This design comes from an exercise in tuning for small area, a short achievable clock period and few clock cycles per item on the open sky130 flow, not from production work.
Function was checked by simulation only, so behaviour that the tests miss may differ from the original.
No activity file was given, so power comes from the tool's default toggle rates.

**flow/design.v**
```verilog
package tlg_pkg;
    localparam int SAMPLE_W = 16;
    localparam int HP_W     = 20;
    localparam int SEL_W    = 2;
    localparam int PHASE_W  = 21;
    localparam int WAVE_W   = 32;    
    localparam int QF_W     = 34;    
    localparam int C_W      = 33;    
    localparam int A_W      = 34;    
    localparam int CNT_W    = 6;
    localparam int PROD_W   = 47;
    localparam logic [WAVE_W-1:0] U_TOP       = 32'h8000_0000;    
    localparam logic [WAVE_W-1:0] U_MID       = 32'h4000_0000;    
    localparam logic [WAVE_W-1:0] SMOOTH_STEP = 32'd21474836;
    localparam logic [HP_W-1:0]  HP_RESET  = 20'd22050;
    localparam logic [C_W-1:0]   C_RESET   = 33'd194783;          
    localparam logic [HP_W-1:0]  D_RESET   = 20'd2146;            
    localparam logic [A_W-1:0]   A_RESET   = 34'd17;             
    localparam logic [HP_W-1:0]  B_RESET   = 20'd14714;           
    localparam logic [QF_W-1:0]  QF_RESET  = 34'h3_fffd_0720;     
    localparam logic [HP_W-1:0]  RF_RESET  = 20'd19904;
    localparam logic [PROD_W-1:0] BOOTH_K  = 47'h5556_0000_0000;
    localparam logic CFG_HALF_PERIOD = 1'b0;
    localparam logic CFG_WAVE_SEL    = 1'b1;
    localparam logic [SEL_W-1:0] WAVE_TRIANGLE = 2'd1;
    localparam logic [SEL_W-1:0] WAVE_PARABOLA = 2'd2;
endpackage
module tlg_div (
    input  logic [tlg_pkg::HP_W-1:0] rem,
    input  logic                     bit_in,
    input  logic [tlg_pkg::HP_W-1:0] divisor,
    output logic [tlg_pkg::HP_W-1:0] rem_next,
    output logic                     qbit
);
    logic [tlg_pkg::HP_W:0]   rem_sh;
    logic [tlg_pkg::HP_W+1:0] diff;
    always_comb
    begin
        rem_sh   = {rem, bit_in};
        diff     = {1'b0, rem_sh} - {2'b00, divisor};
        qbit     = ~diff[tlg_pkg::HP_W+1];
        rem_next = qbit ? diff[tlg_pkg::HP_W-1:0] : rem_sh[tlg_pkg::HP_W-1:0];
    end
endmodule
module tremolo_lfo_gain (
    input  logic                           clk,
    input  logic                           rst_n,
    input  logic                           s_axis_tvalid,
    output logic                           s_axis_tready,
    input  logic [15:0]                    s_axis_tdata,    
    output logic                           m_axis_tvalid,
    input  logic                           m_axis_tready,
    output logic [15:0]                    m_axis_tdata,    
    input  logic                           cfg_we,
    input  logic                           cfg_index,
    input  logic [tlg_pkg::HP_W-1:0]       cfg_data
);
    localparam int HW = tlg_pkg::HP_W;
    localparam int WW = tlg_pkg::WAVE_W;
    localparam int PW = tlg_pkg::PROD_W;
    localparam int QW = tlg_pkg::QF_W;
    logic [HW-1:0]               h_reg;
    logic [tlg_pkg::SEL_W-1:0]   sel_reg;
    logic                        busy_reg;
    logic [tlg_pkg::CNT_W-1:0]   cnt_reg;
    logic                        init_reg;     
    logic                        d1_reg;
    logic                        d1b_reg;      
    logic                        d2_reg;
    logic                        d3_reg;
    logic                        d3b_reg;      
    logic                        fix1_reg;
    logic                        fix2_reg;
    logic [tlg_pkg::C_W-1:0]     c_reg;
    logic [HW-1:0]               d_reg;
    logic [tlg_pkg::A_W-1:0]     a_reg;
    logic [HW-1:0]               b_reg;
    logic                        hp_wr;
    logic                        sel_wr;
    logic [HW-1:0]               cfg_h;
    logic                        start;
    logic                        busy_next;
    logic [tlg_pkg::CNT_W-1:0]   cnt_next;
    logic                        blk_next;
    logic                        sel2;
    logic                        sel1;
    assign hp_wr     = cfg_we && (cfg_index == tlg_pkg::CFG_HALF_PERIOD);
    assign sel_wr    = cfg_we && (cfg_index == tlg_pkg::CFG_WAVE_SEL);
    assign cfg_h     = (cfg_data == '0) ? HW'(1) : cfg_data;
    assign start     = hp_wr || init_reg;
    assign busy_next = start || (busy_reg && (cnt_reg != 6'd35));
    assign cnt_next  = start ? '0 : (cnt_reg + 1'b1);
    assign blk_next  = start || (busy_reg && (cnt_reg < 6'd34));
    assign sel2      = (sel_reg == tlg_pkg::WAVE_PARABOLA);
    assign sel1      = (sel_reg == tlg_pkg::WAVE_TRIANGLE);
    logic              s_ready_reg;
    logic              v1_reg;
    logic              v2_reg;
    logic              vop_reg;
    logic              vm_reg;
    logic              out_valid_reg;
    logic              o2_valid_reg;
    logic [15:0]       x1_reg;
    logic [15:0]       x2_reg;
    logic [15:0]       out_reg;
    logic [15:0]       o2_reg;
    logic              stall;
    logic              adv1;
    logic              adv2;
    logic              adv3;
    logic              pop;
    logic              o2_valid_next;
    assign stall   = o2_valid_reg;
    assign adv1    = s_axis_tvalid && s_ready_reg;
    assign adv2    = v1_reg && !stall;
    assign adv3    = v2_reg && !stall;
    assign pop     = out_valid_reg && m_axis_tready;
    assign o2_valid_next = o2_valid_reg ? !pop : (vm_reg && out_valid_reg && !pop);
    logic [tlg_pkg::PHASE_W-1:0] phase_reg;
    logic                        fl_reg;       
    logic                        sqpos_reg;
    logic                        dir_reg;      
    logic                        ndir_reg;     
    logic [WW:0]                 k1op_reg;     
    logic [WW-1:0]               ut_reg;       
    logic [WW-1:0]               us_reg;       
    logic [HW-1:0]               rf_reg;
    logic                        cy_reg;
    logic                        evhi_reg;
    logic                        evlo_reg;
    logic                        dir;
    logic [HW+1:0]               ph_diff;
    logic                        ph_ge;
    logic                        ph_gt;
    logic                        fl_next;
    logic                        dir_next;
    logic [tlg_pkg::PHASE_W-1:0] phase_new;
    logic [WW-1:0]               k1;
    logic [WW:0]                 t_sum;
    logic                        t_hi;
    logic                        t_lo;
    logic [WW-1:0]               ut_new;
    logic [WW:0]                 s_sum;
    logic [WW-1:0]               us_new;
    logic                        up1;
    logic [HW-1:0]               bx;
    logic [HW+1:0]               op_b;
    logic [HW+1:0]               op_h;
    logic [HW+1:0]               r_a;
    logic [HW+1:0]               r_b;
    logic                        r_sel;
    logic [HW-1:0]               rf_inc;
    logic [HW-1:0]               rf_hd;
    logic [HW-1:0]               rf_l1;
    assign dir       = dir_reg;
    assign ph_diff   = {1'b0, phase_reg} - {2'b00, h_reg};
    assign ph_ge     = !ph_diff[HW+1];
    assign ph_gt     = ph_ge && (ph_diff[HW:0] != '0);
    assign phase_new = fl_reg ? tlg_pkg::PHASE_W'(1) : phase_reg + 1'b1;
    assign fl_next   = adv1 ? (!fl_reg && ph_ge) : ph_gt;
    assign dir_next  = (adv1 ? dir_reg : sqpos_reg) ^ fl_next;
    assign k1     = c_reg[tlg_pkg::C_W-1:1];
    assign t_sum  = {1'b0, ut_reg} + k1op_reg + {{WW{1'b0}}, !dir};
    assign t_hi   = dir && (t_sum[WW] || t_sum[WW-1]);
    assign t_lo   = !dir && t_sum[WW];
    assign ut_new = t_hi ? tlg_pkg::U_TOP : (t_lo ? '0 : t_sum[WW-1:0]);
    assign s_sum  = {1'b0, us_reg} + (ndir_reg ? ~{1'b0, tlg_pkg::SMOOTH_STEP} : {1'b0, tlg_pkg::SMOOTH_STEP})
                    + {{WW{1'b0}}, ndir_reg};
    assign us_new = !ndir_reg ? ((s_sum[WW] || s_sum[WW-1]) ? tlg_pkg::U_TOP : s_sum[WW-1:0])
                              : (s_sum[WW] ? '0 : s_sum[WW-1:0]);
    assign up1    = fix1_reg ? 1'b0 : dir;
    assign bx     = fix1_reg ? d_reg : b_reg;
    assign op_b   = up1 ? {2'b00, bx} : ~{2'b00, bx};
    assign op_h   = up1 ? ~{2'b00, h_reg} : {2'b00, h_reg};
    assign r_a    = {2'b00, rf_reg} + op_b + {{(HW+1){1'b0}}, !up1};
    assign r_b    = {2'b00, rf_reg} + op_b + op_h + (HW+2)'(1);
    assign r_sel  = up1 ? !r_b[HW+1] : r_a[HW+1];
    assign rf_inc = r_sel ? r_b[HW-1:0] : r_a[HW-1:0];
    assign rf_hd  = (d_reg == '0) ? '0 : (h_reg - d_reg);
    assign rf_l1  = t_hi ? d_reg : (t_lo ? rf_hd : rf_inc);
    logic [QW-1:0]               qf_reg;
    logic                        corr_reg;     
    logic [WW-1:0]               p_reg;        
    logic                        q_x0;
    logic [QW-1:0]               q_x;
    logic [QW-1:0]               q_y;
    logic                        q_cin;
    logic [QW-1:0]               qf_new;
    logic [QW:0]                 p_sum;
    logic [WW-1:0]               p_new;
    assign q_x0   = !fix2_reg && (evhi_reg || evlo_reg);
    assign q_x    = q_x0 ? '0 : qf_reg;
    assign q_y    = fix2_reg  ? ~{1'b0, c_reg} :
                    evhi_reg  ?  {1'b0, c_reg} :
                    evlo_reg  ? ~{1'b0, c_reg} :
                    sqpos_reg ?  a_reg : ~a_reg;
    assign q_cin  = fix2_reg  ? !cy_reg :
                    evhi_reg  ? 1'b0 :
                    evlo_reg  ? (d_reg == '0) :
                    sqpos_reg ? cy_reg : !cy_reg;
    assign qf_new = q_x + q_y + {{(QW-1){1'b0}}, q_cin};
    assign p_sum  = {3'b000, p_reg} + {qf_reg[QW-1], qf_reg} + {{QW{1'b0}}, corr_reg};
    assign p_new  = p_sum[QW] ? '0 :
                    ((p_sum[QW-1:WW-1] != '0) ? tlg_pkg::U_TOP : p_sum[WW-1:0]);
    logic [HW-1:0] d1_rem;
    logic          d1_q;
    logic [HW-1:0] d2_rem;
    logic          d2_q;
    logic [HW-1:0] d3_rem;
    logic          d3_q;
    tlg_div u_div1 (
        .rem      (d_reg),
        .bit_in   (d1b_reg),
        .divisor  (h_reg),
        .rem_next (d1_rem),
        .qbit     (d1_q)
    );
    tlg_div u_div2 (
        .rem      (rf_reg),
        .bit_in   (qf_reg[QW-1]),
        .divisor  (h_reg),
        .rem_next (d2_rem),
        .qbit     (d2_q)
    );
    tlg_div u_div3 (
        .rem      (b_reg),
        .bit_in   (d3b_reg && c_reg[0]),
        .divisor  (h_reg),
        .rem_next (d3_rem),
        .qbit     (d3_q)
    );
    logic [WW-1:0]  gop_reg;
    logic [15:0]    xop_reg;
    logic [PW-1:0]  ms_reg;
    logic [PW-1:0]  mc_reg;
    logic [PW-1:0]  rows [0:8];
    logic [PW-1:0]  fin;
    logic [15:0]    res;
    always_comb
    begin
        logic       b0, b1, b2;
        logic       one, two;
        logic [32:0] mag;
        logic [32:0] lo_bits;
        logic [PW-1:0] r;
        logic        neg_prev;
        neg_prev = 1'b0;
        for (int j = 0; j < 8; j++)
        begin
            b2  = xop_reg[2*j+1];
            b1  = xop_reg[2*j];
            b0  = (j == 0) ? 1'b0 : xop_reg[2*j-1];
            one = b1 ^ b0;
            two = (b2 & !b1 & !b0) | (!b2 & b1 & b0);
            mag = one ? {1'b0, gop_reg} : (two ? {gop_reg, 1'b0} : 33'd0);
            lo_bits = mag ^ {33{b2}};
            r = PW'({!b2, lo_bits}) << (2*j);
            if (j > 0)
            begin
                r[2*j-2] = neg_prev;
            end
            rows[j] = r;
            neg_prev = b2;
        end
        rows[8] = tlg_pkg::BOOTH_K | (xop_reg[15] ? PW'(47'h0000_8000_3fff) : PW'(0));
    end
    logic [PW-1:0] s0, c0, s1, c1, s2, c2, s3, c3, s4, c4, s5, c5, s6, c6;
    always_comb
    begin
        s0 = rows[0] ^ rows[1] ^ rows[2];
        c0 = ((rows[0] & rows[1]) | (rows[0] & rows[2]) | (rows[1] & rows[2])) << 1;
        s1 = rows[3] ^ rows[4] ^ rows[5];
        c1 = ((rows[3] & rows[4]) | (rows[3] & rows[5]) | (rows[4] & rows[5])) << 1;
        s2 = rows[6] ^ rows[7] ^ rows[8];
        c2 = ((rows[6] & rows[7]) | (rows[6] & rows[8]) | (rows[7] & rows[8])) << 1;
        s3 = s0 ^ c0 ^ s1;
        c3 = ((s0 & c0) | (s0 & s1) | (c0 & s1)) << 1;
        s4 = c1 ^ s2 ^ c2;
        c4 = ((c1 & s2) | (c1 & c2) | (s2 & c2)) << 1;
        s5 = s3 ^ c3 ^ s4;
        c5 = ((s3 & c3) | (s3 & s4) | (c3 & s4)) << 1;
        s6 = s5 ^ c5 ^ c4;
        c6 = ((s5 & c5) | (s5 & c4) | (c5 & c4)) << 1;
    end
    assign fin = ms_reg + mc_reg;
    assign res = fin[PW-1:PW-16];
    always_ff @(posedge clk or negedge rst_n)
    begin
        if (!rst_n)
        begin
            h_reg         <= tlg_pkg::HP_RESET;
            sel_reg       <= tlg_pkg::WAVE_PARABOLA;
            busy_reg      <= 1'b0;
            cnt_reg       <= '0;
            init_reg      <= 1'b1;
            d1_reg        <= 1'b0;
            d1b_reg       <= 1'b0;
            d2_reg        <= 1'b0;
            d3_reg        <= 1'b0;
            d3b_reg       <= 1'b0;
            fix1_reg      <= 1'b0;
            fix2_reg      <= 1'b0;
            s_ready_reg   <= 1'b0;
            v1_reg        <= 1'b0;
            v2_reg        <= 1'b0;
            vop_reg       <= 1'b0;
            vm_reg        <= 1'b0;
            out_valid_reg <= 1'b0;
            o2_valid_reg  <= 1'b0;
            phase_reg     <= '0;
            fl_reg        <= 1'b0;
            sqpos_reg     <= 1'b1;
            dir_reg       <= 1'b1;
            ndir_reg      <= 1'b0;
            ut_reg        <= '0;
            us_reg        <= tlg_pkg::U_TOP;
            evhi_reg      <= 1'b0;
            evlo_reg      <= 1'b0;
            p_reg         <= tlg_pkg::U_MID;
        end
        else
        begin
            if (hp_wr)
            begin
                h_reg <= cfg_h;
            end
            if (sel_wr)
            begin
                sel_reg <= cfg_data[tlg_pkg::SEL_W-1:0];
            end
            init_reg <= 1'b0;
            busy_reg <= busy_next;
            if (start || busy_reg)
            begin
                cnt_reg <= cnt_next;
            end
            d1_reg   <= busy_next && (cnt_next <= 6'd32);
            d1b_reg  <= start;
            d2_reg   <= busy_next && (cnt_next <= 6'd33);
            d3_reg   <= busy_next && (cnt_next >= 6'd1) && (cnt_next <= 6'd34);
            d3b_reg  <= busy_next && (cnt_next <= 6'd32);
            fix1_reg <= busy_next && (cnt_next == 6'd34);
            fix2_reg <= busy_next && (cnt_next == 6'd35);
            s_ready_reg  <= !o2_valid_next && !blk_next;
            o2_valid_reg <= o2_valid_next;
            if (!stall)
            begin
                v1_reg  <= adv1;
                v2_reg  <= v1_reg;
                vop_reg <= sel2 ? v2_reg : v1_reg;
                vm_reg  <= vop_reg;
                if (!out_valid_reg || pop)
                begin
                    out_valid_reg <= vm_reg;
                end
            end
            else if (pop)
            begin
                out_valid_reg <= 1'b1;
            end
            if (adv3)
            begin
                p_reg <= p_new;
            end
            fl_reg   <= fl_next;
            dir_reg  <= dir_next;
            ndir_reg <= !dir_next;
            if (adv1)
            begin
                phase_reg <= phase_new;
                sqpos_reg <= dir;
                ut_reg    <= ut_new;
                us_reg    <= us_new;
                evhi_reg  <= t_hi;
                evlo_reg  <= t_lo;
            end
        end
    end
    always_ff @(posedge clk)
    begin
        if (start)
        begin
            c_reg <= '0;
            d_reg <= '0;
        end
        else if (d1_reg)
        begin
            c_reg <= {c_reg[tlg_pkg::C_W-2:0], d1_q};
            d_reg <= d1_rem;
        end
        if (start)
        begin
            a_reg <= '0;
            b_reg <= '0;
        end
        else if (d3_reg)
        begin
            a_reg <= {a_reg[tlg_pkg::A_W-2:0], d3_q};
            b_reg <= d3_rem;
        end
        k1op_reg <= dir_next ? {1'b0, k1} : ~{1'b0, k1};
        if (start)
        begin
            rf_reg <= '0;
        end
        else if (d2_reg)
        begin
            rf_reg <= d2_rem;
        end
        else if (fix1_reg)
        begin
            rf_reg <= rf_inc;
            cy_reg <= r_sel;
        end
        else if (adv1)
        begin
            rf_reg <= rf_l1;
            cy_reg <= r_sel;
        end
        if (start)
        begin
            qf_reg <= {ut_reg, 2'b00};
        end
        else if (d2_reg)
        begin
            qf_reg <= {qf_reg[QW-2:0], d2_q};
        end
        else if (fix2_reg || adv2)
        begin
            qf_reg <= qf_new;
        end
        if (adv2)
        begin
            corr_reg <= !ut_reg[WW-1] && !ut_reg[WW-2] && (rf_reg != '0);
        end
        if (adv1)
        begin
            x1_reg <= s_axis_tdata;
        end
        if (!stall)
        begin
            x2_reg  <= x1_reg;
            if (sel2)
            begin
                gop_reg <= p_new;
                xop_reg <= x2_reg;
            end
            else
            begin
                gop_reg <= sel1 ? ut_reg : us_reg;
                xop_reg <= x1_reg;
            end
            ms_reg <= s6;
            mc_reg <= c6;
        end
        if (!stall && (!out_valid_reg || pop))
        begin
            out_reg <= res;
        end
        else if (stall && pop)
        begin
            out_reg <= o2_reg;
        end
        if (!stall && out_valid_reg && !pop)
        begin
            o2_reg <= res;
        end
    end
    assign s_axis_tready = s_ready_reg;
    assign m_axis_tvalid = out_valid_reg;
    assign m_axis_tdata  = out_reg;
endmodule
```
**flow/run.sh**
```bash
#!/bin/bash
# synth_recipe.tcl (not shown) runs the flow's synth.tcl, then flattens the netlist and writes it again
# the make line also repeats each setting of config.mk as NAME=value (left out here)
make -C /OpenROAD-flow-scripts/flow DESIGN_CONFIG=/design/flow/config.mk WORK_HOME=/design/flow/orfs CLKGATE_MAP_FILE= SYNTH_SCRIPT=/design/flow/synth_recipe.tcl finish
```
**flow/config.mk**
```make
export PLATFORM = sky130hd
export DESIGN_NAME = tremolo_lfo_gain
export DESIGN_NICKNAME = tremolo_lfo_gain
export VERILOG_FILES = /design/flow/design.v
export SDC_FILE = /design/flow/constraint.sdc
export NUM_CORES = 4
export LEC_CHECK = 0
export CAP_MARGIN = 20
export CORE_MARGIN = 2
export CORE_UTILIZATION = 40
export PLACE_DENSITY = 0.6
export SETUP_SLACK_MARGIN = 5
export SLEW_MARGIN = 20
export TNS_END_PERCENT = 100
```
**flow/constraint.sdc**
```tcl
create_clock -name core_clock -period 10.0 [get_ports {clk}]
set_input_delay 2.0000 -clock core_clock [delete_from_list [all_inputs] [get_ports {clk}]]
set_output_delay 2.0000 -clock core_clock [all_outputs]
set_load 0.01 [all_outputs]
```
==> results of run 1 <==
## how the worst max path moves through the flow
stage | slack, ns | cells after the start | end
global route | 4.69 | 27 | rf_reg[8]
finish | 4.91 | 25 | rf_reg[13]
global placement | 4.06 | 24 | rf_reg[11]
detailed placement | 3.98 | 24 | rf_reg[11]
CTS | 4.98 | 25 | rf_reg[10]
floorplan | 5.00 | 26 | rf_reg[1]
## what timing repair did
item,4_1_cts,5_1_grt
cloned,1,1
gates resized for setup,75,124
pin swaps,26,58
endpoints found under the setup margin,83,148
setup buffers,31,24
## worst register-to-register path, delay by kind of cell (launching register included)
family | cells | cell delay (ns)
compound gates | 12 | 2.03
xor+xnor | 2 | 0.27
fa+ha+maj | 3 | 0.87
buf+inv | 4 | 0.48
flops | 1 | 0.68
mux | 1 | 0.21
simple gates | 3 | 0.44
## through the flow
step | power, uW | instances | hold slack (ns) | cell area [sq um]
after floorplan | 10300 | 6854 | 0.422 | 56000
after global placement | 12500 | 8374 | 0.431 | 57900
after detailed placement | 12700 | 8374 | 0.435 | 57900
after CTS | 15900 | 8534 | 0.448 | 60800
after global routing | 17900 | 8560 | 0.455 | 61600
final | 16600 | 8560 | 0.448 | 61600
## cells in the final DEF, fill, tap and decap left out, types with 71 or more instances in the layout
master	count
mux2i_1	122
xor2_1	142
clkbuf_16	72
nand2_1	720
o22ai_1	137
dfxtp_1	154
dfrtp_1	148
inv_1	371
nor2_1	557
o21ai_0	527
fa_1	205
nor2b_1	71
a211oi_1	100
ha_1	357
a21oi_1	644
buf_4	143
nand2b_1	93
o31ai_1	84
nor3_1	84
nand3_1	125
a31oi_1	75
a21o_1	133
xnor2_1	199
maj3_1	121
edfxtp_1	236
## cells by family (layout without fill, tap and decap cells)
kind of cell / after synthesis / after routing
compound gates: 2209 / 2209
simple gates: 1900 / 1900
buf+inv: 918 / 748
fa+ha+maj: 707 / 707
flops: 564 / 564
xor+xnor: 384 / 384
mux: 171 / 171
other cells: 1 / 1
## area by class of cell
| class | instances | area, sq um |
|---|---|---|
| Inverter | 398 | 1510 |
| Clock inverter | 33 | 388 |
| Sequential cell | 564 | 14500 |
| Clock buffer | 95 | 1940 |
| Timing Repair Buffer | 222 | 2000 |
| Multi-Input combinational cell | 5372 | 38900 |
| Tap cell | 1876 | 2350 |
| Fill cell | 13787 | 77500 |
## report_power, final
group	switching [uW]	internal [uW]
Clock	1100	1550
Combinational	5950	4520
Sequential	264	3190
## per-layer routing
| layer | up-vias | track usage |
|---|---|---|
| met5 | - | 0 |
| met4 | 2 | 0.0622 |
| met3 | 250 | 0.0375 |
| met2 | 1754 | 0.358 |
| met1 | 23801 | 0.334 |
| li1 | 24069 | - |
==> results.txt, run 1 <==
dominant cells by area after synthesis edfxtp_1, ha_1, fa_1; GPL Wtd Cong 0.947; Final min period 5.09 ns; Peak Freq 197 MHz; wire length of the first global-routing pass between 200000 and 300000 um; hold crit path type flop to flop; wire length per cell 19.9 um; critical setup path kind flop to flop; # Max-Cap Violations 0; worst vdd ir 0.232 mV; Slew Limit Fails 0; mux cell area share after synthesis 0.0316; Yosys Warn Count 3; Hold Buf Count CTS 0; Synth Flop Type edfxtp_1; hold path endpoint x2_reg[1]; Top-Level Pins 60; core area about 140000 sq um; CTS root buffer clkbuf_16; Worst setup EP type flop; Synth Register Bits between 500 and 600; post-DP HPWL ~120000 um; FF-to-FF Start dir_reg; DR iter-0 viols 4463; Buf+Inv Stages, Crit Path 4; Post-synth EDFFs 236; Post-Synth XOR/XNOR Area 0.0680; number of port buffers 59; CP arrival around 5.7 ns; largest family of logic cells by synthesized area compound AO/OA/AOI/OAI gates; Syn Nets 7482; chip height around 380 um; met2 WL about 75000 um; Synth top area share 0.127; CP Launch Point dir_reg; RSZ-0062 raised after global routing yes; Setup crit start kind flop; Adder-Cell Fraction of Synth Area 0.180; DR vias around 50000; Global Route Usage Sum 0.232; r2r endpoint rf_reg[13]; worst-skew pair later-pin latency ~0.69 ns; DRT Wirelength 170000 um; period utilisation layout 0.509; Compound-Gate Fraction of Synth Area 0.247; nets@finish roughly 7300; async set or reset register ratio after synthesis 0.294; Starting Density 0.402; worst path required time 10.58 ns; crit-path max FO 7; R2R Setup Slk ~4.9 ns; gr ovfl total 0; residual DRC count 0; actual slew at the worst max-slew pin around 1.1 ns; outcome complete, no violations; worst hold stages 0; Crit path max-delay family compound AO/OA/AOI/OAI gates; worst setup margin 4.91 ns; Vias/cell about 5.8; final hold vios 0; Yosys top cell by area edfxtp_1; total CTS buffers 71; CTS tree done; FF-to-FF path depth 25; setup tns final 0 ns; most frequent cells after synthesis nand2_1, a21oi_1, nor2_1, o21ai_0, clkbuf_1; Slowest-stage cell, CP dfstp_4; DR WL met3 12500 um; length of routed wiring on met1 78400 um; Seq/Total Area, Yosys 0.259; Max Used Layer met5; largest stage delay on the critical path 0.68 ns; post-layout util 0.443; Clock Pin Slew Worst Setup and Hold Paths 0.06 ns; pwr/cell area 269 nW/um^2; Clock Tree Buf Depth 3; Post-Syn Area ~56000 sq um; Antenna Cells 0; post-route ant nets 0; Area Growth Syn to Fin 10.2%; count leader, synth nand2_1; Setup Viol. Count Final 0; Clock Sinks ~560; Yosys cell types 108; initial antenna violation count 0; Worst Skew 0.0408 ns; share of layout cells above drive strength 1 0.0791; detailed-router iteration count before antenna repair 6; die area 143000 sq um; Slew HR 0.260; syn_area_per_cell 8.16 sq um; H-tree depth 3; Hold Crit Start x1_reg[1]; P_leak 0.0258 uW; dpl ws 3.98 ns; pin count of the biggest net entering global routing 161; Mapped Cells 6854; Die Span X between 300 and 400 um; vias in the first global route around 46000; Rows around 140; Simple-Gate Fraction of Synth Area 0.152
Testbench counts, summed over its fixed seeds: cycles 10,518, items 9,600.
==> run 2, diff against run 1 <==
--- a/flow/config.mk
+++ b/flow/config.mk
@@ -6,4 +6,5 @@
 export NUM_CORES = 4
 export LEC_CHECK = 0
+export ABC_AREA = 1
 export CAP_MARGIN = 20
 export CORE_MARGIN = 2
==> results.txt, run 2 <==
initial antenna violation count 1 (was 0); Yosys Warn Count 3 (unchanged); Worst Skew 0.0302 ns (was 0.0408 ns); worst-skew pair later-pin latency 0.66 ns (was 0.69 ns); crit-path max FO 46 (was 7); # Max-Cap Violations 0 (unchanged); CTS root buffer clkbuf_16 (unchanged); dominant cells by area after synthesis edfxtp_1, ha_1, nand2_1 (was edfxtp_1, ha_1, fa_1); outcome complete, no violations (unchanged); worst vdd ir 0.176 mV (was 0.232 mV); total placed instance area 52700 sq um (was 57900 sq um); Setup crit start kind input pin (was flop); Top-Level Pins 60 (unchanged); pwr/cell area 286 nW/um^2 (was 269 nW/um^2); post-DP HPWL 123000 um (was 120000 um); Clock Sinks 564 (unchanged); Yosys cell types 62 (was 108); Yosys top cell by area edfxtp_1 (unchanged); Post-synth EDFFs 236 (unchanged); setup tns final 0 ns (unchanged); Rows 130 (was 137); Synth Flop Type edfxtp_1 (unchanged); commonest cells after routing, fill and taps aside nand2_1, inv_1, a21oi_1, o21ai_0, nor2_1 (was nand2_1, a21oi_1, nor2_1, o21ai_0, inv_1); residual DRC count 0 (unchanged); Worst setup EP type flop (unchanged); clock network fraction of design power 0.160 (about the same); Synth top area share 0.140 (was 0.127); Setup Viol. Count Final 0 (unchanged); core area 126000 sq um (was 139000 sq um); sequential share of power 0.231 (was 0.208); syn_area_per_cell 7.64 sq um (was 8.16 sq um); Slew Limit Fails 0 (unchanged); Starting Density 0.403 (was 0.402); switching share of power 0.464 (was 0.441); Post-Layout Cell Count 8292 (was 8560); Vias/cell 5.54 (was 5.83); P_leak 0.0255 uW (was 0.0258 uW); period utilisation layout 0.485 (was 0.509); Final min period 4.85 ns (was 5.09 ns); Clock Pin Slew Worst Setup and Hold Paths 0.06 ns (about the same); Syn Nets 7262 (was 7482); total CTS buffers 71 (unchanged); GPL Wtd Cong 0.966 (was 0.947); most common cell after layout, fill and taps aside nand2_1 (unchanged); final hold vios 0 (unchanged); CP arrival 5.38 ns (was 5.66 ns); Area Growth Syn to Fin 11.1% (was 10.2%); DR iter-0 viols 4529 (was 4463); post-route ant nets 0 (unchanged); Design Area, Final 56300 sq um (was 61600 sq um); Pint 8640 uW (was 9260 uW); DRT Wirelength 163000 um (was 170000 um); Slew HR 0.266 (was 0.260); Global Route Usage Sum 0.244 (was 0.232); wire length of the first global-routing pass 252000 um (was 265000 um); share of layout cells above drive strength 1 0.0652 (was 0.0791); gr ovfl total 0 (unchanged); worst path required time 10.53 ns (was 10.58 ns); Logic pwr share 0.609 (was 0.632); Mapped Cells 6634 (was 6854); count leader, synth nand2_1 (unchanged); Post-Synth XOR/XNOR Area 0.0849 (was 0.0680); Die Span X 360 um (was 378 um); RSZ-0062 raised after global routing yes (unchanged); async set or reset register ratio after synthesis 0.294 (unchanged); mux cell area share after synthesis 0 (was 0.0316); Hold Buf Count CTS 0 (unchanged); CTS tree done (unchanged); number of port buffers 59 (unchanged); die area 130000 sq um (was 143000 sq um); vias in the first global route 43227 (was 45950); actual slew at the worst max-slew pin 1.10 ns (was 1.11 ns); H-tree depth 3 (unchanged); Synth Register Bits 564 (unchanged); chip height 360 um (was 378 um); Net Switching 7490 uW (was 7320 uW); hold crit path type flop to flop (unchanged); pin count of the biggest net entering global routing 105 (was 161); nets@finish 7211 (was 7257); wire length per cell 19.6 um (was 19.9 um); Seq/Total Area, Yosys 0.286 (was 0.259); Clock Tree Buf Depth 3 (unchanged); Post-Syn Area 50700 sq um (was 55900 sq um); detailed-router iteration count before antenna repair 6 (unchanged); Peak Freq 206 MHz (was 197 MHz); Simple-Gate Fraction of Synth Area 0.175 (was 0.152); dpl cells 8099 (was 8374); most frequent cells after synthesis nand2_1, inv_1, a21oi_1, o21ai_0, nor2_1 (was nand2_1, a21oi_1, nor2_1, o21ai_0, clkbuf_1); largest family of logic cells by synthesized area compound AO/OA/AOI/OAI gates (unchanged); Adder-Cell Fraction of Synth Area 0.175 (was 0.180); critical setup path kind input pin to flop (was flop to flop); DR vias 45966 (was 49876); Compound-Gate Fraction of Synth Area 0.193 (was 0.247)
run 2: kinds of logic after synthesis:
group	count (synthesis)
compound gates	1700
fa+ha+maj	586
xor+xnor	487
other cells	1
simple gates	2142
buf+inv	1154
flops	564
run 2: area by class of cell:
cell class	count	area (sq um)
timing repair buffer	167	1560
inverter	860	3250
clock inverter	36	355
clock buffer	95	1950
fill	12551	69400
multi-input combinational	4917	32600
timing repair inverter	2	15.0
sequential	564	14500
antenna	1	2.50
tap	1650	2060
run 2: path summary, 6_finish.rpt:
check,start,endpoint,slack [ns],depth (start not counted)
worst max-delay path,s_axis_tvalid,rf_reg[2],5.15,10
worst min-delay path,x1_reg[3],x2_reg[3],0.45,0
worst max register to register,dir_reg,rf_reg[0],5.16,27
worst min register to register,x1_reg[3],x2_reg[3],0.45,0
max in group asynchronous,rst_n,fix1_reg,6.93,2
min in group asynchronous,rst_n,ut_reg[8],1.48,1
run 2: routing by layer:
| layer | vias up | track usage | wire (um) |
|---|---|---|---|
| li1 | 22358 | - | - |
| met1 | 21866 | 0.357 | 77100 |
| met2 | 1512 | 0.373 | 70200 |
| met3 | 228 | 0.0296 | 10300 |
| met4 | 2 | 0.0760 | 5080 |
| met5 | - | 0 | 11 |
run 2: worst max-delay path, cell delays in order:
cell and delay (ns):
clkdlybuf4s50_1 0.47, nand2_2 0.37, buf_4 0.42, clkinv_2 0.09, buf_4 0.50, nor2_1 0.13, nor2_1 0.67, inv_1 0.21
a21oi_1 0.34, nor2_1 0.08
run 2: through the flow:
step                power, uW  utilization  setup WS, ns  hold WS (ns)
floorplan               10400            -          5.01         0.427
global placement        13100        0.419          3.50         0.434
detailed placement      13200        0.419          3.49         0.433
CTS                     16000        0.440          5.01         0.449
global route            17700        0.448          4.94         0.457
finish                  16100        0.448          5.15         0.448
run 2: repair_timing:
action                     4_1_cts  5_1_grt
pin swaps                        7       38
gates cloned                     2        2
setup endpoints to repair       56      103
buffers inserted                14       42
resized for setup               45      149
hold endpoints to repair         0        0
run 2: power groups by stage:
stage	registers [uW]	logic, uW	clock network [uW]
floorplan	3630	6760	0
global placement	3750	9300	0
detailed placement	3750	9470	0
CTS	3710	9600	2650
global route	3760	11200	2740
finish	3720	9820	2580
==> run 3, diff against run 2 <==
--- a/flow/config.mk
+++ b/flow/config.mk
@@ -10,4 +10,5 @@
 export CORE_MARGIN = 2
 export CORE_UTILIZATION = 40
+export CTS_BUF_LIST = sky130_fd_sc_hd__clkbuf_4 sky130_fd_sc_hd__clkbuf_8
 export PLACE_DENSITY = 0.6
 export SETUP_SLACK_MARGIN = 5
==> results.txt, run 3 <==
Hold Buf Count CTS 0 (unchanged); Clock Pin Slew Worst Setup and Hold Paths 0.06 ns (about the same); wire length per cell 19.5 um (was 19.6 um); Slowest-stage cell, CP fa_1 (was nor2_1); Starting Density 0.403 (unchanged); CP arrival 5.35 ns (was 5.38 ns); dpl ws 3.49 ns (unchanged); # Max-Cap Violations 0 (unchanged); DRT Wirelength 163000 um (about the same); DR vias 45994 (was 45966); worst-skew pair later-pin latency 0.82 ns (was 0.66 ns); Clock Tree Buf Depth 3 (unchanged); wire length of the first global-routing pass 252000 um (about the same); Synth Flop Type edfxtp_1 (unchanged); most common cell after layout, fill and taps aside nand2_1 (unchanged); total CTS buffers 102 (was 71); Mapped Cells 6634 (unchanged); largest stage delay on the critical path 0.55 ns (was 0.67 ns); CTS tree done (unchanged); Vias/cell 5.51 (was 5.54); Top-Level Pins 60 (unchanged); nets@finish 7240 (was 7211); vias in the first global route 43385 (was 43227); initial antenna violation count 2 (was 1); residual DRC count 0 (unchanged); Setup crit start kind flop (was input pin); Peak Freq 209 MHz (was 206 MHz); die area 130000 sq um (unchanged); Top cell by count, worst path fa_1 (was nor2_1); setup tns final 0 ns (unchanged); async set or reset register ratio after synthesis 0.294 (unchanged); RSZ-0062 raised after global routing yes (unchanged); Global Route Usage Sum 0.245 (was 0.244); Setup Viol. Count Final 0 (unchanged); Slew HR 0.274 (was 0.266); Logic pwr share 0.610 (was 0.609); flip-flop and latch area 14500 sq um (unchanged); DR iter-0 viols 4227 (was 4529); pwr/cell area 286 nW/um^2 (about the same); clock network fraction of design power 0.159 (was 0.160); worst path required time 10.56 ns (was 10.53 ns); Die Span X 360 um (unchanged); Rows 130 (unchanged); switching share of power 0.466 (was 0.464); Yosys Warn Count 3 (unchanged); period utilisation layout 0.479 (was 0.485); crit-path max FO 35 (was 46); Post-Syn Area 50700 sq um (unchanged); Synth top area share 0.140 (unchanged); final hold vios 0 (unchanged); crit-path cells buf_4 > nor2_1 > nor2_2 > clkinvlp_4 > o22ai_1 > xor2_1 > fa_1 > inv_1 > fa_1 > fa_1 > inv_1 > fa_1 (was clkdlybuf4s50_1 > nand2_2 > buf_4 > clkinv_2 > buf_4 > nor2_1 > nor2_1 > inv_1 > a21oi_1 > nor2_1); number of port buffers 59 (unchanged); critical setup path kind flop to flop (was input pin to flop); Yosys cell types 62 (unchanged); Worst Skew 0.0473 ns (was 0.0302 ns); Crit path max-delay family adder cells (was buffers and inverters); worst vdd ir 0.179 mV (was 0.176 mV); GPL Wtd Cong 0.966 (unchanged); dominant cells by area after synthesis edfxtp_1, ha_1, nand2_1 (unchanged); chip height 360 um (unchanged); worst setup margin 5.21 ns (was 5.15 ns); Clock Sinks 564 (unchanged); core area 126000 sq um (unchanged); Final min period 4.79 ns (was 4.85 ns); Slew Limit Fails 0 (unchanged); Area Growth Syn to Fin 11.3% (was 11.1%); Seq/Total Area, Yosys 0.286 (unchanged); most frequent cells after synthesis nand2_1, inv_1, a21oi_1, o21ai_0, nor2_1 (unchanged); Filler cells 12572 (was 12551); syn_area_per_cell 7.64 sq um (unchanged); Pint 8600 uW (was 8640 uW); Buf+Inv Stages, Crit Path 4 (was 5); actual slew at the worst max-slew pin 1.09 ns (was 1.10 ns); commonest cells after routing, fill and taps aside nand2_1, inv_1, a21oi_1, o21ai_0, nor2_1 (unchanged); hold crit path type flop to flop (unchanged); sequential share of power 0.231 (about the same); footprint of the multi-input gates 32700 sq um (was 32600 sq um); count leader, synth nand2_1 (unchanged); gr ovfl total 0 (unchanged); Synth Register Bits 564 (unchanged); post-DP HPWL 123000 um (unchanged); Worst setup EP type flop (unchanged); Post-synth EDFFs 236 (unchanged); post-route ant nets 0 (unchanged); share of layout cells above drive strength 1 0.0755 (was 0.0652); CTS root buffer clkbuf_8 (was clkbuf_16); Net Switching 7510 uW (was 7490 uW); P_leak 0.0256 uW (was 0.0255 uW); outcome complete, no violations (unchanged); pin count of the biggest net entering global routing 105 (unchanged); Syn Nets 7262 (unchanged); H-tree depth 3 (unchanged); detailed-router iteration count before antenna repair 6 (unchanged); Yosys top cell by area edfxtp_1 (unchanged)
[run 3: cell counts after synthesis]
No cell type changed its count.
[run 3: final timing paths]
path                            startpoint    endpoint  slack [ns]  cells after the start
worst max-delay path            xop_reg[3]  ms_reg[25]        5.21                     12
worst min-delay path             x1_reg[1]   x2_reg[1]        0.45                      0
worst max register to register  xop_reg[3]  ms_reg[25]        5.21                     12
worst min register to register   x1_reg[1]   x2_reg[1]        0.45                      0
max in group asynchronous            rst_n    fix1_reg        7.06                      2
min in group asynchronous            rst_n  ut_reg[10]        1.31                      1
[run 3: worst register-to-register path, delay by kind of cell, from the launching register on]
kind / cells / cell delay (ns)
AO/OA/AOI/OAI: 1 / 0.33
AND/OR/NAND/NOR: 2 / 0.62
flip-flops: 1 / 0.33
buffers and inverters: 4 / 1.09
adder cells (fa/ha/maj): 4 / 2.08
XOR/XNOR: 1 / 0.11
[run 3: logic make-up (layout without fill, tap and decap cells)]
kind of cell,count (synthesis),after routing,share of synthesized area
AO/OA/AOI/OAI,1700,1700,0.193
flip-flops,564,564,0.286
adder cells (fa/ha/maj),586,586,0.175
AND/OR/NAND/NOR,2142,2143,0.175
buffers and inverters,1154,1219,0.0863
other,1,4,0.0000740
XOR/XNOR,487,487,0.0849
[run 3: power by group through the flow]
stage	registers (uW)	logic (uW)	clock network (uW)
3_5_place_dp	3750	9470	0
5_1_grt	3760	11200	2720
2_1_floorplan	3630	6760	0
4_1_cts	3710	9580	2620
6_report	3720	9840	2560
3_3_place_gp	3750	9300	0
[run 3: repair_timing]
action | CTS | global route
setup endpoints to repair | 56 | 104
gates cloned | 2 | 2
gates resized for setup | 41 | 150
setup buffers | 13 | 41
endpoints found under the hold margin | 0 | 0
pin swaps | 6 | 40
[run 3: metrics by stage]
step | cell area, sq um | total power, uW | utilization | cells | hold WS [ns]
floorplan | 50700 | 10400 | - | 6634 | 0.427
global placement | 52700 | 13100 | 0.419 | 8099 | 0.434
detailed placement | 52700 | 13200 | 0.419 | 8099 | 0.433
CTS | 55400 | 15900 | 0.440 | 8306 | 0.449
global route | 56400 | 17700 | 0.449 | 8352 | 0.460
finish | 56400 | 16100 | 0.449 | 8353 | 0.447
[run 3: metal layers]
layer | part of all wire | GRT usage
met1 | 0.47 | 0.356
met2 | 0.43 | 0.375
met3 | 0.066 | 0.0341
met4 | 0.030 | 0.0774
met5 | 0.000074 | 0
[run 3: cell type report]
cell class / count / area share
diodes: 3 / 0.000133
clock buffers: 144 / 0.0328
clock inverters: 48 / 0.00905
inverters: 860 / 0.0576
multi-input cells: 4917 / 0.579
flip-flops and latches: 564 / 0.257
well taps: 1650 / 0.0366
repair buffers: 165 / 0.0274
repair inverters: 2 / 0.000266
==> run 4, diff against run 3 <==
==> flow/flow/run.sh (new file) <==
#!/bin/bash
set -euo pipefail
MARGIN=${MARGIN:-6.5}
sed -e "s/SETUP_SLACK_MARGIN=[^ ]*/SETUP_SLACK_MARGIN=${MARGIN}/" standard.sh > standard_margin.sh
grep -q "SETUP_SLACK_MARGIN=${MARGIN}" standard_margin.sh
bash standard_margin.sh > flow_make.log 2>&1
==> flow/standard.sh (new file) <==
#!/bin/bash
# synth_recipe.tcl (not shown) runs the flow's synth.tcl, then flattens the netlist and writes it again
# the make line also repeats each setting of config.mk as NAME=value (left out here)
make -C /OpenROAD-flow-scripts/flow DESIGN_CONFIG=/design/flow/config.mk WORK_HOME=/design/flow/orfs CLKGATE_MAP_FILE= SYNTH_SCRIPT=/design/flow/synth_recipe.tcl "${@:-finish}"
--- a/flow/config.mk
+++ b/flow/config.mk
@@ -10,5 +10,4 @@
 export CORE_MARGIN = 2
 export CORE_UTILIZATION = 40
-export CTS_BUF_LIST = sky130_fd_sc_hd__clkbuf_4 sky130_fd_sc_hd__clkbuf_8
 export PLACE_DENSITY = 0.6
 export SETUP_SLACK_MARGIN = 5
removed: flow/run.sh
==> results.txt, run 4 <==
residual DRC count 0 (unchanged); chip height 360 um (unchanged); share of layout cells above drive strength 1 0.191 (was 0.0755); Starting Density 0.403 (unchanged); total placed instance area 53300 sq um (was 52700 sq um); nets@finish 7482 (was 7240); worst path required time 10.53 ns (was 10.56 ns); Mapped Cells 6634 (unchanged); Rows 130 (unchanged); Top-Level Pins 60 (unchanged); Peak Freq 209 MHz (about the same); most frequent cells after synthesis nand2_1, inv_1, a21oi_1, o21ai_0, nor2_1 (unchanged); Net Switching 8230 uW (was 7510 uW); M2 GR Usage 0.430 (was 0.375); worst setup margin 5.21 ns (about the same); number of port buffers 59 (unchanged); detailed-router iteration count before antenna repair 7 (was 6); Seq/Total Area, Yosys 0.286 (unchanged); Slew Limit Fails 0 (unchanged); critical setup path kind flop to flop (unchanged); Top cell by count, worst path nand2_4 (was fa_1); footprint of the multi-input gates 36400 sq um (was 32700 sq um); commonest cells after routing, fill and taps aside nand2_1, inv_1, a21oi_1, nor2_1, o21ai_0 (was nand2_1, inv_1, a21oi_1, o21ai_0, nor2_1); Clock Pin Slew Worst Setup and Hold Paths 0.06 ns (about the same); DR iter-0 viols 4878 (was 4227); Worst Skew 0.0296 ns (was 0.0473 ns); flip-flop and latch area 14500 sq um (about the same); syn_area_per_cell 7.64 sq um (unchanged); largest stage delay on the critical path 0.69 ns (was 0.55 ns); GPL Wtd Cong 0.942 (was 0.966); Pint 9650 uW (was 8600 uW); Synth Flop Type edfxtp_1 (unchanged); worst vdd ir 0.188 mV (was 0.179 mV); wire length per cell 21.7 um (was 19.5 um); Die Span X 360 um (unchanged); Design Area, Final 63800 sq um (was 56400 sq um); Slowest-stage cell, CP dfstp_4 (was fa_1); Syn Nets 7262 (unchanged); die area 130000 sq um (unchanged); crit-path max FO 7 (was 35); core area 126000 sq um (unchanged); count leader, synth nand2_1 (unchanged); async set or reset register ratio after synthesis 0.294 (unchanged); vias in the first global route 46578 (was 43385); Final min period 4.79 ns (about the same); busiest grt layer met2 (unchanged); wire length of the first global-routing pass 277000 um (was 252000 um); pwr/cell area 280 nW/um^2 (was 286 nW/um^2); outcome complete, no violations (unchanged); switching share of power 0.460 (was 0.466); P_leak 0.0281 uW (was 0.0256 uW); Antenna Cells 0 (was 3); DRT Wirelength 186000 um (was 163000 um); dominant cells by area after synthesis edfxtp_1, ha_1, nand2_1 (unchanged); Yosys cell types 62 (unchanged); Clock Sinks 564 (unchanged); initial antenna violation count 1 (was 2); Setup crit start kind flop (unchanged); Post-synth EDFFs 236 (unchanged); Synth top area share 0.140 (unchanged); total CTS buffers 73 (was 102); pin count of the biggest net entering global routing 78 (was 105); setup tns final 0 ns (unchanged); Area Growth Syn to Fin 25.8% (was 11.3%); Slew HR 0.304 (was 0.274); Logic pwr share 0.639 (was 0.610); Synth Register Bits 564 (unchanged); sequential share of power 0.209 (was 0.231); R2R Setup Slk 5.21 ns (about the same); Global Route Usage Sum 0.273 (was 0.245); hold crit path type flop to flop (unchanged); Yosys top cell by area edfxtp_1 (unchanged); post-route ant nets 0 (unchanged); Worst setup EP type flop (unchanged); Yosys Warn Count 3 (unchanged); Clock Tree Buf Depth 3 (unchanged); dpl ws 4.01 ns (was 3.49 ns); clock network fraction of design power 0.152 (was 0.159); worst-skew pair later-pin latency 0.67 ns (was 0.82 ns); Filler cells 11671 (was 12572); period utilisation layout 0.479 (about the same); Setup Viol. Count Final 0 (unchanged); most common cell after layout, fill and taps aside nand2_1 (unchanged); grt met1 use 0.374 (was 0.356); DR vias 48779 (was 45994); Post-Syn Area 50700 sq um (unchanged); GRT met3 Usage 0.0396 (was 0.0341); CP arrival 5.32 ns (was 5.35 ns); actual slew at the worst max-slew pin 1.04 ns (was 1.09 ns); Hold Buf Count CTS 0 (unchanged); gr ovfl total 0 (unchanged); # Max-Cap Violations 0 (unchanged); CTS root buffer clkbuf_16 (was clkbuf_8); hold_ws 0.453 ns (was 0.447 ns); CTS tree done (unchanged); Vias/cell 5.70 (was 5.51); H-tree depth 3 (unchanged); post-DP HPWL 122000 um (was 123000 um); RSZ-0062 raised after global routing yes (unchanged); final hold vios 0 (unchanged)
run 4: power by group through the flow:
| stage | clock (uW) | sequential, uW | combinational [uW] |
|---|---|---|---|
| final | 2710 | 3740 | 11400 |
| after global routing | 2850 | 3770 | 12800 |
| after CTS | 2760 | 3730 | 10900 |
| after detailed placement | 0 | 3760 | 9570 |
| after global placement | 0 | 3760 | 9470 |
| after floorplan | 0 | 3630 | 6870 |
run 4: logic make-up (layout without fill, tap and decap cells):
kind of cell             Yosys count  after routing  synth area share
AND/OR/NAND/NOR                 2142           2155             0.175
other                              1              1         0.0000740
flip-flops                       564            564             0.286
AO/OA/AOI/OAI                   1700           1705             0.193
adder cells (fa/ha/maj)          586            586             0.175
buffers and inverters           1154           1416            0.0863
XOR/XNOR                         487            487            0.0849
run 4: through the flow:
| stage | cells | util | total power (uW) |
|---|---|---|---|
| after global routing | 8564 | 0.507 | 19500 |
| final | 8564 | 0.507 | 17900 |
| after CTS | 8490 | 0.491 | 17400 |
| after detailed placement | 8099 | 0.424 | 13300 |
| after floorplan | 6634 | - | 10500 |
| after global placement | 8099 | 0.424 | 13200 |
run 4: path summary, 6_finish.rpt:
kind	start	end	cells after the start
min	x1_reg[1]	x2_reg[1]	0
min reg2reg	x1_reg[1]	x2_reg[1]	0
max reg2reg	dir_reg	rf_reg[0]	30
min in group asynchronous	rst_n	ut_reg[9]	1
max in group asynchronous	rst_n	h_reg[7]	3
max	dir_reg	rf_reg[0]	30
run 4: layer usage:
metal	share of wire	routed length [um]	up-vias
met3	0.078	14500	467
met1	0.43	79300	23302
met5	0.00050	92	-
met4	0.047	8790	4
met2	0.45	83000	2089
li1	-	-	22917
run 4: worst max-delay path: cells and delay by family, from the launching register on:
family	cells	cell delay [ns]
buf+inv	5	0.57
compound gates	4	0.79
flops	1	0.69
simple gates	16	1.48
fa+ha+maj	3	0.93
xor+xnor	2	0.19
run 4: layout make-up:
| type | instances | area share |
|---|---|---|
| repair buffers | 415 | 0.0762 |
| repair inverters | 6 | 0.00102 |
| inverters | 860 | 0.0539 |
| clock inverters | 30 | 0.00494 |
| well taps | 1650 | 0.0324 |
| clock buffers | 105 | 0.0334 |
| flip-flops and latches | 564 | 0.228 |
| multi-input cells | 4934 | 0.570 |
run 4: what timing repair did:
action | 4_1_cts | 5_1_grt
pin swaps | 230 | 179
cloned | 45 | 7
gates resized for setup | 819 | 284
endpoints found under the setup margin | 485 | 387
buffers inserted | 211 | 67
==> run 5, diff against run 4 <==
==> flow/flow/run.sh (replaced) <==
#!/bin/bash
set -euo pipefail
MARGIN=${MARGIN:-5.5}
sed -e "s/SETUP_SLACK_MARGIN=[^ ]*/SETUP_SLACK_MARGIN=${MARGIN}/" standard.sh > standard_margin.sh
grep -q "SETUP_SLACK_MARGIN=${MARGIN}" standard_margin.sh
bash standard_margin.sh > flow_make.log 2>&1
--- a/flow/config.mk
+++ b/flow/config.mk
@@ -10,4 +10,5 @@
 export CORE_MARGIN = 2
 export CORE_UTILIZATION = 40
+export CTS_BUF_LIST = sky130_fd_sc_hd__clkbuf_4 sky130_fd_sc_hd__clkbuf_8
 export PLACE_DENSITY = 0.6
 export SETUP_SLACK_MARGIN = 5
==> results.txt, run 5 <==
CTS tree done (unchanged); DR iter-0 viols 4440 (was 4878); Clock Tree Buf Depth 3 (unchanged); pwr/cell area 285 nW/um^2 (was 280 nW/um^2); Pint 8820 uW (was 9650 uW); worst path required time 10.70 ns (was 10.53 ns); Mapped Cells 6634 (unchanged); # Max-Cap Violations 0 (unchanged); worst-skew pair later-pin latency 0.83 ns (was 0.67 ns); Setup crit start kind flop (unchanged); Worst Skew 0.0380 ns (was 0.0296 ns); actual slew at the worst max-slew pin 1.02 ns (was 1.04 ns); Setup Viol. Count Final 0 (unchanged); Die Span X 360 um (unchanged); Worst setup EP type flop (unchanged); wire length of the first global-routing pass 257000 um (was 277000 um); worst vdd ir 0.200 mV (was 0.188 mV); Filler cells 12469 (was 11671); commonest cells after routing, fill and taps aside nand2_1, inv_1, a21oi_1, o21ai_0, nor2_1 (was nand2_1, inv_1, a21oi_1, nor2_1, o21ai_0); vias in the first global route 44138 (was 46578); Net Switching 7610 uW (was 8230 uW); most common cell after layout, fill and taps aside nand2_1 (unchanged); number of port buffers 59 (unchanged); count leader, synth nand2_1 (unchanged); period utilisation layout 0.469 (was 0.479); outcome complete, no violations (unchanged); gr ovfl total 0 (unchanged); hold crit path type flop to flop (unchanged); Post-synth EDFFs 236 (unchanged); DRT Wirelength 169000 um (was 186000 um); Clock Sinks 564 (unchanged); crit-path max FO 6 (was 7); dominant cells by area after synthesis edfxtp_1, ha_1, nand2_1 (unchanged); Top cell by count, worst path nand2_1 (was nand2_4); setup tns final 0 ns (unchanged); most frequent cells after synthesis nand2_1, inv_1, a21oi_1, o21ai_0, nor2_1 (unchanged); chip height 360 um (unchanged); Synth top area share 0.140 (unchanged); RSZ-0062 raised after global routing yes (unchanged); Yosys cell types 62 (unchanged); post-DP HPWL 122000 um (about the same); clock network fraction of design power 0.159 (was 0.152); detailed-router iteration count before antenna repair 6 (was 7); CP arrival 5.39 ns (was 5.32 ns); die area 130000 sq um (unchanged); Vias/cell 5.57 (was 5.70); initial antenna violation count 1 (unchanged); GPL Wtd Cong 0.961 (was 0.942); Synth Flop Type edfxtp_1 (unchanged); Peak Freq 213 MHz (was 209 MHz); switching share of power 0.463 (was 0.460); async set or reset register ratio after synthesis 0.294 (unchanged); Post-Syn Area 50700 sq um (unchanged); Yosys Warn Count 3 (unchanged); largest stage delay on the critical path 0.71 ns (was 0.69 ns); share of layout cells above drive strength 1 0.0940 (was 0.191); post-route ant nets 0 (unchanged); critical setup path kind flop to flop (unchanged); H-tree depth 3 (unchanged); sequential share of power 0.228 (was 0.209); residual DRC count 0 (unchanged); Top-Level Pins 60 (unchanged); Rows 130 (unchanged); DR vias 46875 (was 48779); total CTS buffers 105 (was 73); Area Growth Syn to Fin 13.6% (was 25.8%); Global Route Usage Sum 0.250 (was 0.273); pin count of the biggest net entering global routing 99 (was 78); Starting Density 0.403 (unchanged); Clock Pin Slew Worst Setup and Hold Paths 0.07 ns (was 0.06 ns); Slowest-stage cell, CP dfstp_4 (unchanged); Slew Limit Fails 0 (unchanged); Slew HR 0.317 (was 0.304); Syn Nets 7262 (unchanged); wire length per cell 20.0 um (was 21.7 um); Seq/Total Area, Yosys 0.286 (unchanged); Synth Register Bits 564 (unchanged); Power Total 16400 uW (was 17900 uW); syn_area_per_cell 7.64 sq um (unchanged); CTS root buffer clkbuf_8 (was clkbuf_16); final hold vios 0 (unchanged); Logic pwr share 0.613 (was 0.639); Final min period 4.69 ns (was 4.79 ns); core area 126000 sq um (unchanged); Hold Buf Count CTS 0 (unchanged); P_leak 0.0261 uW (was 0.0281 uW); nets@finish 7294 (was 7482); Yosys top cell by area edfxtp_1 (unchanged)
run 5: changes by cell type in the layout (fill, tap and decap cells not counted), sizes merged, moves of 5 or more:
cell	previous run	this run
bufinv	5	11
clkinvlp	21	15
clkinv	26	32
nand2	1263	1254
dlygate4sd2	18	0
diode	0	5
clkdlybuf4s50	40	58
buf	339	142
inv	844	851
clkbuf	111	157
bufbuf	12	1
run 5: critical path, delay by kind of cell, from the launching register on:
family,cells,cell delay [ns]
and+or+nand+nor,18,1.70
buffers and inverters,1,0.22
DFF,1,0.71
xor gates and xnor gates,1,0.10
AOI/OAI and AO/OA,4,1.10
adders and majority gates,2,0.74
run 5: logic make-up after synthesis:
group                    after synthesis  synth area share
AO/OA/AOI/OAI                       1700             0.193
XOR/XNOR                             487            0.0849
adder cells (fa/ha/maj)              586             0.175
buffers and inverters               1154            0.0863
flip-flops                           564             0.286
other                                  1         0.0000740
AND/OR/NAND/NOR                     2142             0.175
run 5: area by class of cell:
cell class | count | area, sq um | area share
clock inverter | 44 | 524 | 0.00910
clock buffer | 154 | 1910 | 0.0332
antenna | 5 | 12.5 | 0.000217
sequential | 564 | 14500 | 0.252
inverter | 860 | 3310 | 0.0575
timing repair buffer | 204 | 1960 | 0.0341
multi-input combinational | 4926 | 33300 | 0.577
timing repair inverter | 5 | 33.8 | 0.000586
tap | 1650 | 2060 | 0.0358
run 5: path summary, 6_finish.rpt:
check | from | end | depth (start not counted) | slack (ns)
max reg2reg | dir_reg | rf_reg[8] | 26 | 5.31
max in group asynchronous | rst_n | d2_reg | 2 | 7.12
min reg2reg | x1_reg[3] | x2_reg[3] | 0 | 0.45
min in group asynchronous | rst_n | us_reg[17] | 1 | 1.29
max | dir_reg | rf_reg[8] | 26 | 5.31
min | x1_reg[3] | x2_reg[3] | 0 | 0.45
run 5: timing repair:
action                                  4_1_cts  5_1_grt
endpoints found under the hold margin         0        0
endpoints found under the setup margin      196      222
buffers inserted                             60       33
resized for setup                           198      157
pin swaps                                    44       76
gates cloned                                 11        6
run 5: power groups by stage:
stage	Combinational, uW	Clock [uW]	Sequential (uW)
after global placement	9290	0	3770
after CTS	9830	2670	3730
after floorplan	6770	0	3630
after detailed placement	9400	0	3770
final	10100	2610	3740
after global routing	11500	2770	3780
run 5: layer usage:
metal | part of all wire | GRT usage
met1 | 0.46 | 0.357
met2 | 0.43 | 0.382
met3 | 0.067 | 0.0328
met4 | 0.041 | 0.0971
met5 | 0 | 0
run 5: metrics by stage:
stage	hold slack (ns)	setup slack, ns	cell area, sq um	instances	utilization
final	0.454	5.31	57600	8412	0.458
after global routing	0.463	5.08	57600	8412	0.458
after CTS	0.450	5.30	56600	8368	0.450
after detailed placement	0.437	3.95	52700	8099	0.419
after global placement	0.434	4.02	52700	8098	0.419
after floorplan	0.427	5.50	50700	6634	-
==> run 6, diff against run 5 <==
--- a/flow/design.v
+++ b/flow/design.v
@@ -65,4 +65,6 @@
     logic [tlg_pkg::CNT_W-1:0]   cnt_reg;
     logic                        init_reg;     
+    logic [2:0]                  pre_reg;      
+    logic                        sh4_reg;
     logic                        d1_reg;
     logic                        d1b_reg;      
@@ -80,4 +82,8 @@
     logic [HW-1:0]               cfg_h;
     logic                        start;
+    logic [HW-1:0]               h_src;
+    logic [2:0]                  g_skip;       
+    logic [2:0]                  pre_next;
+    logic                        act_next;
     logic                        busy_next;
     logic [tlg_pkg::CNT_W-1:0]   cnt_next;
@@ -89,6 +95,12 @@
     assign cfg_h     = (cfg_data == '0) ? HW'(1) : cfg_data;
     assign start     = hp_wr || init_reg;
+    assign h_src     = hp_wr ? cfg_h : h_reg;
+    assign g_skip    = 3'((h_src[HW-1:4] != '0)) + 3'((h_src[HW-1:8] != '0))
+                     + 3'((h_src[HW-1:12] != '0)) + 3'((h_src[HW-1:16] != '0));
+    assign pre_next  = start ? g_skip : ((pre_reg != '0) ? (pre_reg - 1'b1) : '0);
     assign busy_next = start || (busy_reg && (cnt_reg != 6'd35));
-    assign cnt_next  = start ? '0 : (cnt_reg + 1'b1);
+    assign cnt_next  = start ? {1'b0, g_skip, 2'b00} :
+                       ((pre_reg != '0) ? cnt_reg : (cnt_reg + 1'b1));
+    assign act_next  = busy_next && (pre_next == '0);
     assign blk_next  = start || (busy_reg && (cnt_reg < 6'd34));
     assign sel2      = (sel_reg == tlg_pkg::WAVE_PARABOLA);
@@ -294,4 +306,6 @@
             cnt_reg       <= '0;
             init_reg      <= 1'b1;
+            pre_reg       <= '0;
+            sh4_reg       <= 1'b0;
             d1_reg        <= 1'b0;
             d1b_reg       <= 1'b0;
@@ -335,11 +349,13 @@
                 cnt_reg <= cnt_next;
             end
-            d1_reg   <= busy_next && (cnt_next <= 6'd32);
-            d1b_reg  <= start;
-            d2_reg   <= busy_next && (cnt_next <= 6'd33);
-            d3_reg   <= busy_next && (cnt_next >= 6'd1) && (cnt_next <= 6'd34);
+            pre_reg  <= pre_next;
+            sh4_reg  <= busy_next && (pre_next != '0);
+            d1_reg   <= act_next && (cnt_next <= 6'd32);
+            d1b_reg  <= act_next && (cnt_next == '0);
+            d2_reg   <= act_next && (cnt_next <= 6'd33);
+            d3_reg   <= act_next && (cnt_next >= 6'd1) && (cnt_next <= 6'd34);
             d3b_reg  <= busy_next && (cnt_next <= 6'd32);
-            fix1_reg <= busy_next && (cnt_next == 6'd34);
-            fix2_reg <= busy_next && (cnt_next == 6'd35);
+            fix1_reg <= act_next && (cnt_next == 6'd34);
+            fix2_reg <= act_next && (cnt_next == 6'd35);
             s_ready_reg  <= !o2_valid_next && !blk_next;
             o2_valid_reg <= o2_valid_next;
@@ -382,5 +398,6 @@
         begin
             c_reg <= '0;
-            d_reg <= '0;
+            d_reg <= {4'b0000, (g_skip == 3'd4), 3'b000, (g_skip == 3'd3), 3'b000,
+                      (g_skip == 3'd2), 3'b000, (g_skip == 3'd1), 3'b000};
         end
         else if (d1_reg)
@@ -404,4 +421,8 @@
             rf_reg <= '0;
         end
+        else if (sh4_reg)
+        begin
+            rf_reg <= {rf_reg[HW-5:0], qf_reg[QW-1:QW-4]};
+        end
         else if (d2_reg)
         begin
@@ -422,4 +443,8 @@
             qf_reg <= {ut_reg, 2'b00};
         end
+        else if (sh4_reg)
+        begin
+            qf_reg <= {qf_reg[QW-5:0], 4'b0000};
+        end
         else if (d2_reg)
         begin
==> flow/run.sh (new file) <==
#!/bin/bash
# synth_recipe.tcl (not shown) runs the flow's synth.tcl, then flattens the netlist and writes it again
# the make line also repeats each setting of config.mk as NAME=value (left out here)
make -C /OpenROAD-flow-scripts/flow DESIGN_CONFIG=/design/flow/config.mk WORK_HOME=/design/flow/orfs CLKGATE_MAP_FILE= SYNTH_SCRIPT=/design/flow/synth_recipe.tcl finish
--- a/flow/config.mk
+++ b/flow/config.mk
@@ -10,5 +10,4 @@
 export CORE_MARGIN = 2
 export CORE_UTILIZATION = 40
-export CTS_BUF_LIST = sky130_fd_sc_hd__clkbuf_4 sky130_fd_sc_hd__clkbuf_8
 export PLACE_DENSITY = 0.6
 export SETUP_SLACK_MARGIN = 5
removed: flow/flow/run.sh
removed: flow/standard.sh
==> results.txt, run 6 <==
Post-synth EDFFs 240 (was 236); initial antenna violation count 2 (was 1); Logic pwr share 0.690 (was 0.613); vias in the first global route 43813 (was 44138); CTS tree done (unchanged); most common cell after layout, fill and taps aside nand2_1 (unchanged); number of port buffers 59 (unchanged); Net Switching 11100 uW (was 7610 uW); Syn Nets 7289 (was 7262); Peak Freq 203 MHz (was 213 MHz); Top-Level Pins 60 (unchanged); Slew Limit Fails 0 (unchanged); Setup crit start kind flop (unchanged); Slew HR 0.234 (was 0.317); Clock Sinks 569 (was 564); dominant cells by area after synthesis edfxtp_1, nand2_1, ha_1 (was edfxtp_1, ha_1, nand2_1); Worst Skew 0.0304 ns (was 0.0380 ns); total CTS buffers 69 (was 105); RSZ-0062 raised after global routing yes (unchanged); Area Growth Syn to Fin 11.8% (was 13.6%); pwr/cell area 383 nW/um^2 (was 285 nW/um^2); Global Route Usage Sum 0.253 (was 0.250); final hold vios 0 (unchanged); setup tns final 0 ns (unchanged); Clock Tree Buf Depth 3 (unchanged); outcome complete, no violations (unchanged); worst path required time 10.59 ns (was 10.70 ns); share of layout cells above drive strength 1 0.0820 (was 0.0940); Seq/Total Area, Yosys 0.285 (was 0.286); Setup Viol. Count Final 0 (unchanged); switching share of power 0.502 (was 0.463); commonest cells after routing, fill and taps aside nand2_1, inv_1, a21oi_1, xor2_1, o21ai_0 (was nand2_1, inv_1, a21oi_1, o21ai_0, nor2_1); syn_area_per_cell 7.73 sq um (was 7.64 sq um); FF-to-FF path depth 24 (was 26); async set or reset register ratio after synthesis 0.301 (was 0.294); Yosys top cell by area edfxtp_1 (unchanged); worst setup margin 5.08 ns (was 5.31 ns); Vias/cell 5.63 (was 5.57); die area 131000 sq um (was 130000 sq um); Synth top area share 0.140 (about the same); Rows 131 (was 130); clock network fraction of design power 0.121 (was 0.159); count leader, synth nand2_1 (unchanged); DR iter-0 viols 4657 (was 4440); DR vias 46955 (was 46875); critical setup path kind flop to flop (unchanged); gr ovfl total 0 (unchanged); wire length per cell 20.6 um (was 20.0 um); DRT Wirelength 172000 um (was 169000 um); detailed-router iteration count before antenna repair 6 (unchanged); hold crit path type flop to flop (unchanged); Post-Syn Area 51400 sq um (was 50700 sq um); chip height 363 um (was 360 um); Final min period 4.92 ns (was 4.69 ns); core area 128000 sq um (was 126000 sq um); Yosys cell types 72 (was 62); GPL Wtd Cong 0.970 (was 0.961); nets@finish 7247 (was 7294); dpl ws 3.74 ns (was 3.95 ns); post-DP HPWL 128000 um (was 122000 um); Pint 11000 uW (was 8820 uW); Worst setup EP type flop (unchanged); residual DRC count 0 (unchanged); Mapped Cells 6656 (was 6634); actual slew at the worst max-slew pin 1.15 ns (was 1.02 ns); Starting Density 0.403 (about the same); crit-path max FO 8 (was 6); worst hold stages 0 (unchanged); # Max-Cap Violations 0 (unchanged); Hold Buf Count CTS 0 (unchanged); Die Span X 363 um (was 360 um); Synth Flop Type edfxtp_1 (unchanged); Yosys Warn Count 3 (unchanged); P_leak 0.0259 uW (was 0.0261 uW); Synth Register Bits 569 (was 564); H-tree depth 3 (unchanged); pin count of the biggest net entering global routing 90 (was 99); period utilisation layout 0.492 (was 0.469); wire length of the first global-routing pass 261000 um (was 257000 um); post-route ant nets 0 (unchanged); most frequent cells after synthesis nand2_1, inv_1, a21oi_1, xor2_1, o21ai_0 (was nand2_1, inv_1, a21oi_1, o21ai_0, nor2_1); sequential share of power 0.188 (was 0.228); Clock Pin Slew Worst Setup and Hold Paths 0.06 ns (was 0.07 ns); CTS root buffer clkbuf_16 (was clkbuf_8); worst-skew pair later-pin latency 0.68 ns (was 0.83 ns); CP arrival 5.51 ns (was 5.39 ns); worst vdd ir 0.255 mV (was 0.200 mV)
## run 6: changes by cell type after synthesis, sizes merged, moves of 16 or more
cell | before | now
o21ai | 471 | 437
o22ai | 257 | 294
a22oi | 35 | 68
nand4 | 53 | 74
nand2 | 1253 | 1335
or2 | 14 | 33
o211ai | 163 | 109
nor2 | 451 | 341
a21oi | 596 | 580
## run 6: worst paths after layout
kind	startpoint	to	slack [ns]
max	dir_reg	rf_reg[14]	5.08
min	x1_reg[8]	x2_reg[8]	0.45
max reg2reg	dir_reg	rf_reg[14]	5.08
min reg2reg	x1_reg[8]	x2_reg[8]	0.45
max in group asynchronous	rst_n	sh4_reg	6.52
min in group asynchronous	rst_n	us_reg[5]	1.33
## run 6: power by group through the flow
stage	clock network [uW]	registers (uW)	logic [uW]
6_report	2670	4150	15200
5_1_grt	2820	4190	17200
4_1_cts	2740	4140	14600
3_5_place_dp	0	4180	14300
3_3_place_gp	0	4180	14100
2_1_floorplan	0	3980	10100
## run 6: kinds of logic (layout without fill, tap and decap cells)
group	count (synthesis)	count (layout)	share of synthesized area
AND/OR/NAND/NOR	2171	2178	0.180
AO/OA/AOI/OAI	1685	1686	0.192
adder cells (fa/ha/maj)	591	591	0.174
other	1	3	0.0000729
XOR/XNOR	486	486	0.0831
flip-flops	569	569	0.285
buffers and inverters	1153	1160	0.0858
## run 6: metrics by stage
step,hold WS (ns),utilization,power [uW],instance area [sq um],std cells
floorplan,0.427,-,14100,51400,6656
CTS,0.451,0.442,21500,56400,8282
finish,0.447,0.451,22000,57500,8335
global route,0.455,0.451,24300,57500,8333
global placement,0.431,0.419,18200,53400,8129
detailed placement,0.437,0.419,18500,53400,8129
## run 6: timing repair
item | 4_1_cts | 5_1_grt
pin swaps | 20 | 54
gates resized for setup | 76 | 160
gates cloned | 10 | 6
setup buffers | 15 | 45
endpoints found under the hold margin | 0 | 0
endpoints found under the setup margin | 105 | 163
## run 6: area by class of cell
type,count,area [sq um]
clock buffer,95,1990
multi-input combinational,4942,33300
timing repair buffer,179,1710
antenna,2,5.00
inverter,849,3250
fill,12689,70000
sequential,569,14700
timing repair inverter,4,27.5
tap,1662,2080
clock inverter,33,437
## run 6: critical path, cell delays in order (launching register included)
cell,delay [ns]
dfstp_4,0.64
buf_4,0.16
clkbuf_16,0.15
xor2_1,0.08
o21ai_0,0.52
ha_1,0.49
nand2_1,0.16
nor2_1,0.06
nand2_1,0.06
nand2_1,0.04
a31oi_1,0.18
nand3_1,0.20
xor2_2,0.24
ha_1,0.26
nor3_4,0.50
nand2_8,0.12
buf_4,0.16
nand4_1,0.14
nand2_1,0.09
nand2_1,0.06
nand2_1,0.04
o21bai_1,0.21
nand2_1,0.07
nand2_1,0.06
a21oi_2,0.14
## run 6: routing by layer
layer	vias up	GRT usage	share of wire
met5	-	0	0
met4	0	0.0899	0.037
met3	295	0.0375	0.075
met2	1699	0.386	0.43
met1	22432	0.364	0.46
li1	22529	-	-
Testbench counts of run 6, summed over its fixed seeds: cycles 10,320, items 9,600.

Setup slack of run 6, layout unchanged: 5.079 ns with ideal ports, 5.079 ns with driving cells assumed (clock clkbuf_16, inputs buf_2), 4.442 ns with port delays also shifted by the 0.736 ns mid clock arrival.
